This is an optimization exercise on Yosys and OpenROAD, whose aim is small area, a short achievable clock period and few clock cycles per item, not a production implementation. Function was checked by simulation only, so behaviour that the tests miss may differ from the original. Power figures rest on the tool's default switching activity, not on a simulated workload.

Design group_dominant_key_detect, start of the top module:
module group_dominant_key_detect
#(
  parameter int MAX_KEYS  = 64,
  parameter int MAX_GROUP = 256,
  parameter int KEY_BITS  = 16
) (
  input  wire logic              clk,
  input  wire logic              rst_n,
  input  wire logic               in_valid,
  output logic                    in_ready,
  input  wire logic [gdk_pkg::KEY_W-1:0]   in_target_key,
  input  wire logic [gdk_pkg::SITE_W-1:0]  in_site_position,
  input  wire logic               in_group_end,
  output logic                    out_valid,
  input  wire logic               out_ready,
  output logic                    out_assigned,
  output logic      [gdk_pkg::KEY_W-1:0]   out_dominant_key,
  output logic      [gdk_pkg::SITE_W-1:0]  out_window_start,
  output logic      [gdk_pkg::END_W-1:0]   out_window_end,
  output logic      [gdk_pkg::SIZE_W-1:0]  out_group_size,
  output logic                    out_overflow,
  input  wire logic              psel,
  input  wire logic              penable,
  input  wire logic              pwrite,
  input  wire logic [gdk_pkg::CFG_AW-1:0] paddr,
  input  wire logic [gdk_pkg::CFG_DW-1:0] pwdata,
  output logic      [gdk_pkg::CFG_DW-1:0] prdata,
  output logic                   pready
);
export LEC_CHECK = 0
export ABC_CLOCK_PERIOD_IN_PS = 2500
export CAP_MARGIN = 20
export CORE_MARGIN = 2
export CORE_UTILIZATION = 60
export CTS_BUF_LIST = sky130_fd_sc_hd__clkbuf_4 sky130_fd_sc_hd__clkbuf_8
export SETUP_SLACK_MARGIN = 3.5
export SLEW_MARGIN = 20
create_clock -name core_clock -period 6.5 [get_ports {clk}]
run.sh (not shown) runs the stock make flow with config.mk's settings and CLKGATE_MAP_FILE= SYNTH_SCRIPT=/design/flow/synth_recipe.tcl, a recipe that flattens the netlist after the stock synthesis.
The first run produced a clean layout.
Testbench counts at the start, summed over its fixed seeds: cycles 32,383, items 32,211.
Edit:
--- a/flow/design.v
+++ b/flow/design.v
@@ -65,20 +65,21 @@
   input  wire logic             clk,
   input  wire logic             rst_n,
   input  wire logic [KW-1:0]    srch_key,
   output logic      [DEPTH-1:0] srch_hit,
   input  wire logic [DEPTH-1:0] rd_sel,
   output logic      [RD_PARTS*CW-1:0] rd_cnt,
   input  wire logic             new_grp,
   input  wire logic             init,
   output logic      [DEPTH-1:0] free_sel,
   output logic                  full,
+  input  wire logic             wr,
   input  wire logic             alloc,
   input  wire logic [KW-1:0]    wr_key,
   input  wire logic             cnt_we,
   input  wire logic [DEPTH-1:0] cnt_sel,
   input  wire logic [CW-1:0]    wr_cnt
 );
   localparam int UW = $clog2(DEPTH + 1);
   localparam int PD = DEPTH / RD_PARTS;
   logic [KW-1:0]    key_q [DEPTH];
   logic [CW-1:0]    cnt_q [DEPTH];
@@ -100,21 +101,21 @@
     end
   end
   for (genvar i = 0; i < DEPTH; i++) begin : g_ent
     if (i == 0) begin : g_f0
       assign free_sel[i] = new_grp || (n_used == '0);
     end else begin : g_fi
       assign free_sel[i] = !new_grp && (n_used == UW'(i));
     end
     assign srch_hit[i] = (n_used > UW'(i)) && (key_q[i] == srch_key);
     always_ff @(posedge clk) begin
-      if (free_sel[i]) begin
+      if (wr && free_sel[i]) begin
         key_q[i] <= wr_key;
       end
       if (cnt_we && cnt_sel[i]) begin
         cnt_q[i] <= wr_cnt;
       end
     end
   end
 endmodule
 `default_nettype wire
 `default_nettype none
@@ -190,53 +191,54 @@
   logic          g_ovf;
   logic [SW-1:0] g_site;
   logic          o_v;
   logic          o_assigned;
   logic [KW-1:0] o_key;
   logic [SW-1:0] o_start;
   logic [gdk_pkg::END_W-1:0] o_end;
   logic [TW-1:0] o_size;
   logic          o_ovf;
   logic xfer, stall, stall_n, go;
-  logic rdy_r;                            
   logic c_v_n, c_first_n, g_pend_n, o_v_n;
   assign xfer    = g_pend && (!o_v || out_ready);
   assign go      = !stall;
   assign stall_n = c_v_n && c_first_n && g_pend_n && o_v_n;
   logic [N-1:0]  t_hit, t_free;
   logic          t_full;
   logic [4*CW-1:0] t_cnt;
-  logic          b_hit, drop, cnt_ok, alloc, init;
+  logic          b_hit, drop, cnt_ok, alloc, init, t_wr;
   assign b_hit  = |b_match;
   assign init   = b_v && b_first && go;
   assign drop   = !b_first && (b_total[TW-1] || (!b_hit && t_full));
   assign cnt_ok = b_v && !drop && go;
   assign alloc  = cnt_ok && !b_hit;
+  assign t_wr   = b_v && go;
   gdk_entry_mem #(
     .DEPTH    (N),
     .RD_PARTS (4),
     .KW    (KW),
     .CW    (CW)
   ) u_mem (
     .clk      (clk),
     .rst_n    (rst_n),
     .srch_key (in_target_key),
     .srch_hit (t_hit),
     .rd_sel   (b_match),
     .rd_cnt   (t_cnt),
     .new_grp  (b_v && b_first),
     .init     (init),
     .free_sel (t_free),
     .full     (t_full),
+    .wr       (t_wr),
     .alloc    (alloc),
     .wr_key   (b_key),
-    .cnt_we   (c_v && c_cnt_ok),           
+    .cnt_we   (c_v && c_cnt_ok && go),
     .cnt_sel  (c_tgt),
     .wr_cnt   (c_cnt + CW'(1))
   );
   logic          same_prev;
   logic [N-1:0]  match_nxt;
   assign in_first  = !open_r;
   assign same_prev = b_v && (in_target_key == b_key);
   always_comb begin
     if (in_first) begin
       match_nxt = '0;
@@ -354,26 +356,24 @@
       o_key      <= res_assigned ? g_top : '0;
       o_start    <= res_diff[SW] ? '0 : res_diff[SW-1:0];
       o_end      <= gdk_pkg::END_W'(g_site) + gdk_pkg::END_W'(cfg.flank_length);
       o_size     <= g_total;
       o_ovf      <= g_ovf;
     end
   end
   always_ff @(posedge clk) begin
     if (!rst_n) begin
       stall <= 1'b0;
-      rdy_r <= 1'b1;
     end else begin
       stall <= stall_n;
-      rdy_r <= !stall_n;
     end
   end
-  assign in_ready         = rdy_r;
+  assign in_ready         = go;
   assign out_valid        = o_v;
   assign out_assigned     = o_assigned;
   assign out_dominant_key = o_key;
   assign out_window_start = o_start;
   assign out_window_end   = o_end;
   assign out_group_size   = o_size;
   assign out_overflow     = o_ovf;
 endmodule
 `default_nettype wire
The changed run went through all stages and came out clean.
Routed wire length shrinks by 3.5%.
Clock skew goes down by 0.012 ns.
Sequential power stays flat.
Die area is about the same.
Via count shrinks by 1.5%.
Power is higher by 0.32%.
Final area stays flat.
Final cell count grows by 0.44%.
Clock power barely changes.
Setup slack gets worse by 0.16 ns.
Global-route usage is lower by 0.95 points.
Hold slack improves by 0.0034 ns.
Non-clock buffer count falls by 4.
Testbench counts after the change, summed over its fixed seeds: cycles 32,383, items 32,211.

port drivers added, routing unchanged:
The flow's constraints put no driver on any port. The routed layouts listed below were extracted and timed again, unchanged, in two steps.
Step 1 (the two cells are an assumption about what drives the block):
set clk [get_ports {clk}]
set_driving_cell -lib_cell sky130_fd_sc_hd__clkbuf_16 $clk
set_driving_cell -lib_cell sky130_fd_sc_hd__buf_2 [delete_from_list [all_inputs] $clk]
Step 2 times the ports against the registers' clock, not the clock port: input delays grow and output delays shrink by t, the midpoint of the rising clock arrivals with the driver on.
Three values: ideal, step 1, step 2; two values: the first two.
run | shift t [ns] | setup WS [ns] | latest minus earliest clock arrival (ns) | slew at the worst register clock pin (ns)
the first run | 1.064 | 3.515 / 3.491 / 2.509 | 0.072 / 0.072 | 0.07 / 0.07
the second run | 1.091 | 3.350 / 3.256 / 2.430 | 0.058 / 0.057 | 0.07 / 0.07
After both steps every run listed still meets setup and hold. For the first run, which loses most, drivers alone change the setup slack by -0.024 ns; drivers and shift together by -1.006 ns.
